Source: an optimization exercise on an open RTL-to-GDS flow (aim: small area). Production flows keep margins and buffers that such runs may drop. In this exercise RTL edits were held to simulation tests only and were not proved equivalent to the original.

Setup of rev 12:
==> module rv_rdhalf, before the edit <==
module rv_rdhalf (
    input  logic [3:0]                  hi_i,
    input  logic [7:0]                  lo_i,
    input  logic [32-1:1]      vld_i,
    input  logic                        ext_s_i,
    input  logic                        fwd_s_i,
    input  logic [16*(32-1)-1:0] regs_i,    
    input  logic [15:0]                 ext_d_i,
    input  logic [15:0]                 fwd_d_i,
    output logic [15:0]                 data_o
);
    logic [32+1:1] sel;
    for (genvar r = 1; r < 32; r++) begin : g_sel
        assign sel[r] = hi_i[r/8] & lo_i[r%8] & vld_i[r];
    end
    assign sel[32]   = ext_s_i;
    assign sel[32+1] = fwd_s_i;
    for (genvar i = 0; i < 16; i++) begin : g_bit
        logic [32-1:1] col;
        for (genvar r = 1; r < 32; r++) begin : g_col
            assign col[r] = regs_i[(r-1)*16+i];
        end
        rv_sel33 u_sel (
            .d ({fwd_d_i[i], ext_d_i[i], col}),
            .s (sel),
            .y (data_o[i])
        );
    end
endmodule
==> module rv_regfile, before the edit <==
module rv_regfile (
    input  logic                        clk_i,
    input  logic                        arst_n_i,
    input  logic                        rd1_en_i,
    input  logic [5-1:0]   rd1_addr_i,
    input  logic                        rd1_ext_s_i,
    input  logic                        rd1_fwd_i,    
    input  logic [32-1:0]         rd1_ext_d_i,
    input  logic                        rd2_en_i,
    input  logic [5-1:0]   rd2_addr_i,
    input  logic                        rd2_ext_s_i,
    input  logic                        rd2_fwd_i,
    input  logic [32-1:0]         rd2_ext_d_i,
    input  logic                        clr_i,      
    input  logic [5-1:0]   clr_addr_i,  
    input  logic                        we_i,       
    input  logic [5-1:0]   waddr_i,
    input  logic [32-1:0]         wdata_i,
    output logic [32-1:0]         rd1_data_o,
    output logic [32-1:0]         rd2_data_o
);
    logic [32-1:0] regs [1:32-1];
    logic [32-1:1] vld;
    logic [32-1:1] clr, set;
    logic [3:0]             hi1, hi2;
    logic [7:0]             lo1, lo2;
    logic [16*(32-1)-1:0] half [0:1];
    for (genvar k = 0; k < 4; k++) begin : g_hi
        assign hi1[k] = rd1_en_i && rd1_addr_i[4:3] == k;
        assign hi2[k] = rd2_en_i && rd2_addr_i[4:3] == k;
    end
    for (genvar k = 0; k < 8; k++) begin : g_lo
        assign lo1[k] = rd1_addr_i[2:0] == k;
        assign lo2[k] = rd2_addr_i[2:0] == k;
    end
    for (genvar r = 1; r < 32; r++) begin : g_reg
        logic [32-1:0] nxt;
        assign clr[r] = clr_i && clr_addr_i == r;
        assign set[r] = we_i && waddr_i == r && !clr[r];
        always_ff @(posedge clk_i or negedge arst_n_i) begin
            if (!arst_n_i)   vld[r] <= 1'b0;
            else if (clr[r]) vld[r] <= 1'b1;
        end
        for (genvar i = 0; i < 32; i++) begin : g_b
            rv_rfbit u_b (.q (regs[r][i]), .c (!clr[r]), .s (set[r]), .w (wdata_i[i]),
                          .y (nxt[i]));
        end
        always_ff @(posedge clk_i) begin
            regs[r] <= nxt;
        end
        assign half[0][(r-1)*16 +: 16] = regs[r][15:0];
        assign half[1][(r-1)*16 +: 16] = regs[r][31:16];
    end
    for (genvar h = 0; h < 2; h++) begin : g_half
        rv_rdhalf u_rd1 (
            .hi_i    (hi1),
            .lo_i    (lo1),
            .vld_i   (vld),
            .ext_s_i (rd1_ext_s_i),
            .fwd_s_i (rd1_fwd_i),
            .regs_i  (half[h]),
            .ext_d_i (rd1_ext_d_i[16*h +: 16]),
            .fwd_d_i (wdata_i[16*h +: 16]),
            .data_o  (rd1_data_o[16*h +: 16])
        );
        rv_rdhalf u_rd2 (
            .hi_i    (hi2),
            .lo_i    (lo2),
            .vld_i   (vld),
            .ext_s_i (rd2_ext_s_i),
            .fwd_s_i (rd2_fwd_i),
            .regs_i  (half[h]),
            .ext_d_i (rd2_ext_d_i[16*h +: 16]),
            .fwd_d_i (wdata_i[16*h +: 16]),
            .data_o  (rd2_data_o[16*h +: 16])
        );
    end
endmodule
export LEC_CHECK = 0
export CAP_MARGIN = 20
export CORE_MARGIN = 2
export CORE_UTILIZATION = 50
export PLACE_DENSITY = 0.65
export SETUP_SLACK_MARGIN = 0.2
export SLEW_MARGIN = 20
export SYNTH_HIERARCHICAL = 1
create_clock -name core_clock -period 6.5 [get_ports {clk_i}]
standard.sh (not shown) runs the stock make flow with config.mk's settings and CLKGATE_MAP_FILE= SYNTH_SCRIPT=/design/flow/synth_recipe.tcl, a recipe that flattens the netlist after the stock synthesis.
==> flow/flow/run.sh <==
#!/bin/bash
# Layout: the standard ORFS flow (standard.sh) with three changes:
#  - clock tree: clkbuf_4 clock buffers, sink clusters of at most 9 within
#    40 um, and no dummy loads,
#  - port buffers: buf_1 instead of the default delay buffer,
#  - before global placement, weak gates driving many loads get the next
#    drive strength (flow/upsize_hf.tcl), which saves buffers.
# make's output goes to flow.log; ORFS writes each step's log under orfs/logs.
set -euo pipefail
here=$(pwd)
bash standard.sh \
  "CTS_ARGS=-sink_clustering_enable -repair_clock_nets -dont_use_dummy_load -buf_list sky130_fd_sc_hd__clkbuf_4 -sink_clustering_size 9 -sink_clustering_max_diameter 40" \
  "BUFFER_PORTS_ARGS=-buffer_cell sky130_fd_sc_hd__buf_1" \
  "PRE_GLOBAL_PLACE_TCL=$here/flow/upsize_hf.tcl" \
  finish > flow.log 2>&1
==> flow/flow/upsize_hf.tcl <==
# Before global placement: a logic gate (not a flip-flop or buffer) that
# drives 10 or more loads and has the smallest drive of its family is given
# the next drive strength up, so that fewer buffers are needed on the
# register file's select, clear and set lines.
set n 0
set db [ord::get_db]
set block [ord::get_db_block]
foreach inst [$block getInsts] {
  set m [[$inst getMaster] getName]
  if {![regexp {^(sky130_fd_sc_hd__[a-z0-9]+)_([01])$} $m -> fam sz]} { continue }
  if {[regexp {__(df|edf|sdf|dl|buf|clkbuf|conb|tap|fill|decap|inv|clkinv)} $fam]} { continue }
  set to ${fam}_2
  if {[$db findMaster $to] eq "NULL"} { continue }
  set fo 0
  foreach it [$inst getITerms] {
    if {[$it isOutputSignal]} {
      set net [$it getNet]
      if {$net ne "NULL"} { foreach x [$net getITerms] { if {[$x isInputSignal]} { incr fo } } }
    }
  }
  if {$fo >= 10} {
    replace_cell [$inst getName] $to
    incr n
  }
}
puts "upsize_hf: resized $n gates"
Edits applied to the flow inputs when going from rev 12 to rev 13:
==> flow/design.v, changed modules only <==
module rv_rdhalf (
    input  logic [3:0]                  hi_i,
    input  logic [7:0]                  lo_i,
    input  logic                        ext_s_i,
    input  logic                        fwd_s_i,
    input  logic [16*(32-1)-1:0] regs_i,    
    input  logic [15:0]                 ext_d_i,
    input  logic [15:0]                 fwd_d_i,
    output logic [15:0]                 data_o
);
    logic [32+1:1] sel;
    for (genvar r = 1; r < 32; r++) begin : g_sel
        assign sel[r] = hi_i[r/8] & lo_i[r%8];
    end
    assign sel[32]   = ext_s_i;
    assign sel[32+1] = fwd_s_i;
    for (genvar i = 0; i < 16; i++) begin : g_bit
        logic [32-1:1] col;
        for (genvar r = 1; r < 32; r++) begin : g_col
            assign col[r] = regs_i[(r-1)*16+i];
        end
        rv_sel33 u_sel (
            .d ({fwd_d_i[i], ext_d_i[i], col}),
            .s (sel),
            .y (data_o[i])
        );
    end
endmodule
module rv_regfile (
    input  logic                        clk_i,
    input  logic                        arst_n_i,
    input  logic                        rd1_en_i,
    input  logic [5-1:0]   rd1_addr_i,
    input  logic                        rd1_ext_s_i,
    input  logic                        rd1_fwd_i,    
    input  logic [32-1:0]         rd1_ext_d_i,
    input  logic                        rd2_en_i,
    input  logic [5-1:0]   rd2_addr_i,
    input  logic                        rd2_ext_s_i,
    input  logic                        rd2_fwd_i,
    input  logic [32-1:0]         rd2_ext_d_i,
    input  logic                        clr_i,      
    input  logic [5-1:0]   clr_addr_i,  
    input  logic                        we_i,       
    input  logic [5-1:0]   waddr_i,
    input  logic [32-1:0]         wdata_i,
    output logic [32-1:0]         rd1_data_o,
    output logic [32-1:0]         rd2_data_o
);
    logic [32-1:0] regs [1:32-1];
    logic [32-1:1] clr, set;
    logic [3:0]             hi1, hi2;
    logic [7:0]             lo1, lo2;
    logic [16*(32-1)-1:0] half [0:1];
    for (genvar k = 0; k < 4; k++) begin : g_hi
        assign hi1[k] = rd1_en_i && rd1_addr_i[4:3] == k;
        assign hi2[k] = rd2_en_i && rd2_addr_i[4:3] == k;
    end
    for (genvar k = 0; k < 8; k++) begin : g_lo
        assign lo1[k] = rd1_addr_i[2:0] == k;
        assign lo2[k] = rd2_addr_i[2:0] == k;
    end
    for (genvar r = 1; r < 32; r++) begin : g_reg
        logic [32-1:0] nxt;
        assign clr[r] = !arst_n_i || (clr_i && clr_addr_i == r);
        assign set[r] = we_i && waddr_i == r && !clr[r];
        for (genvar i = 0; i < 32; i++) begin : g_b
            rv_rfbit u_b (.q (regs[r][i]), .c (!clr[r]), .s (set[r]), .w (wdata_i[i]),
                          .y (nxt[i]));
        end
        always_ff @(posedge clk_i) begin
            regs[r] <= nxt;
        end
        assign half[0][(r-1)*16 +: 16] = regs[r][15:0];
        assign half[1][(r-1)*16 +: 16] = regs[r][31:16];
    end
    for (genvar h = 0; h < 2; h++) begin : g_half
        rv_rdhalf u_rd1 (
            .hi_i    (hi1),
            .lo_i    (lo1),
            .ext_s_i (rd1_ext_s_i),
            .fwd_s_i (rd1_fwd_i),
            .regs_i  (half[h]),
            .ext_d_i (rd1_ext_d_i[16*h +: 16]),
            .fwd_d_i (wdata_i[16*h +: 16]),
            .data_o  (rd1_data_o[16*h +: 16])
        );
        rv_rdhalf u_rd2 (
            .hi_i    (hi2),
            .lo_i    (lo2),
            .ext_s_i (rd2_ext_s_i),
            .fwd_s_i (rd2_fwd_i),
            .regs_i  (half[h]),
            .ext_d_i (rd2_ext_d_i[16*h +: 16]),
            .fwd_d_i (wdata_i[16*h +: 16]),
            .data_o  (rd2_data_o[16*h +: 16])
        );
    end
endmodule
## What came out
- Rev 13: done, clean on timing, DRC and antenna
- End of the critical path = u_retire.wb_wdata_o[31]: rev 12; end of the critical path = u_retire.wb_wdata_o[19]: rev 13
- Data arrival time of the worst path for rev 13 is higher than for rev 12.
- The fraction of met2 tracks used by global routing of rev 13 is lower than that of rev 12.
- Compared with rev 12, rev 13 shows design area that has gone down slightly.
- Maximum frequency on rev 13 is behind rev 12.
- Row number of filler cells placed in the layout: rev 13 lower / rev 12 higher
- [compare] base=rev 12 new=rev 13: average routed wire per standard cell increased 1.1 um; sequential cell count of the final layout decreased 2.8%; met3 demand-to-capacity share in global routing increased 3.8 points.
- Summary of rev 13 over rev 12: worst hold slack has decreased; final critical-path required period moved up.
- The compound-cell area share of the yosys netlist of rev 13 is higher than that of rev 12.
- When rev 13 is set beside rev 12, its delay of the slowest cell on the worst path turns out to be 110 ps larger.
- Rev 12 has a lower non-clock buffer share of cell area than rev 13.

-- re-timing with driven ports --
In the flow no input, the clock included, has a driving cell. The finished layouts below were timed again as built, in two steps. Step 1 (the two cells are an assumption about what drives the block):
set clk [get_ports {clk_i}]
set_driving_cell -lib_cell sky130_fd_sc_hd__clkbuf_16 $clk
set_driving_cell -lib_cell sky130_fd_sc_hd__buf_2 [delete_from_list [all_inputs] $clk]
Step 2, shift: input delay + t, output delay - t, t = (earliest + latest rising clock arrival at the registers) / 2. This alone moves slack from input paths to output paths. Three values: no drivers, after step 1, after step 2; two values: the first two.
run	shift t [ns]	slack for setup (ns)	clock arrival spread, ns
rev 12	1.140	0.596 / 0.596 / 0.596	0.128 / 0.128
rev 13	1.173	0.274 / 0.274 / 0.274	0.129 / 0.129
After both steps setup and hold are still met in every run listed.
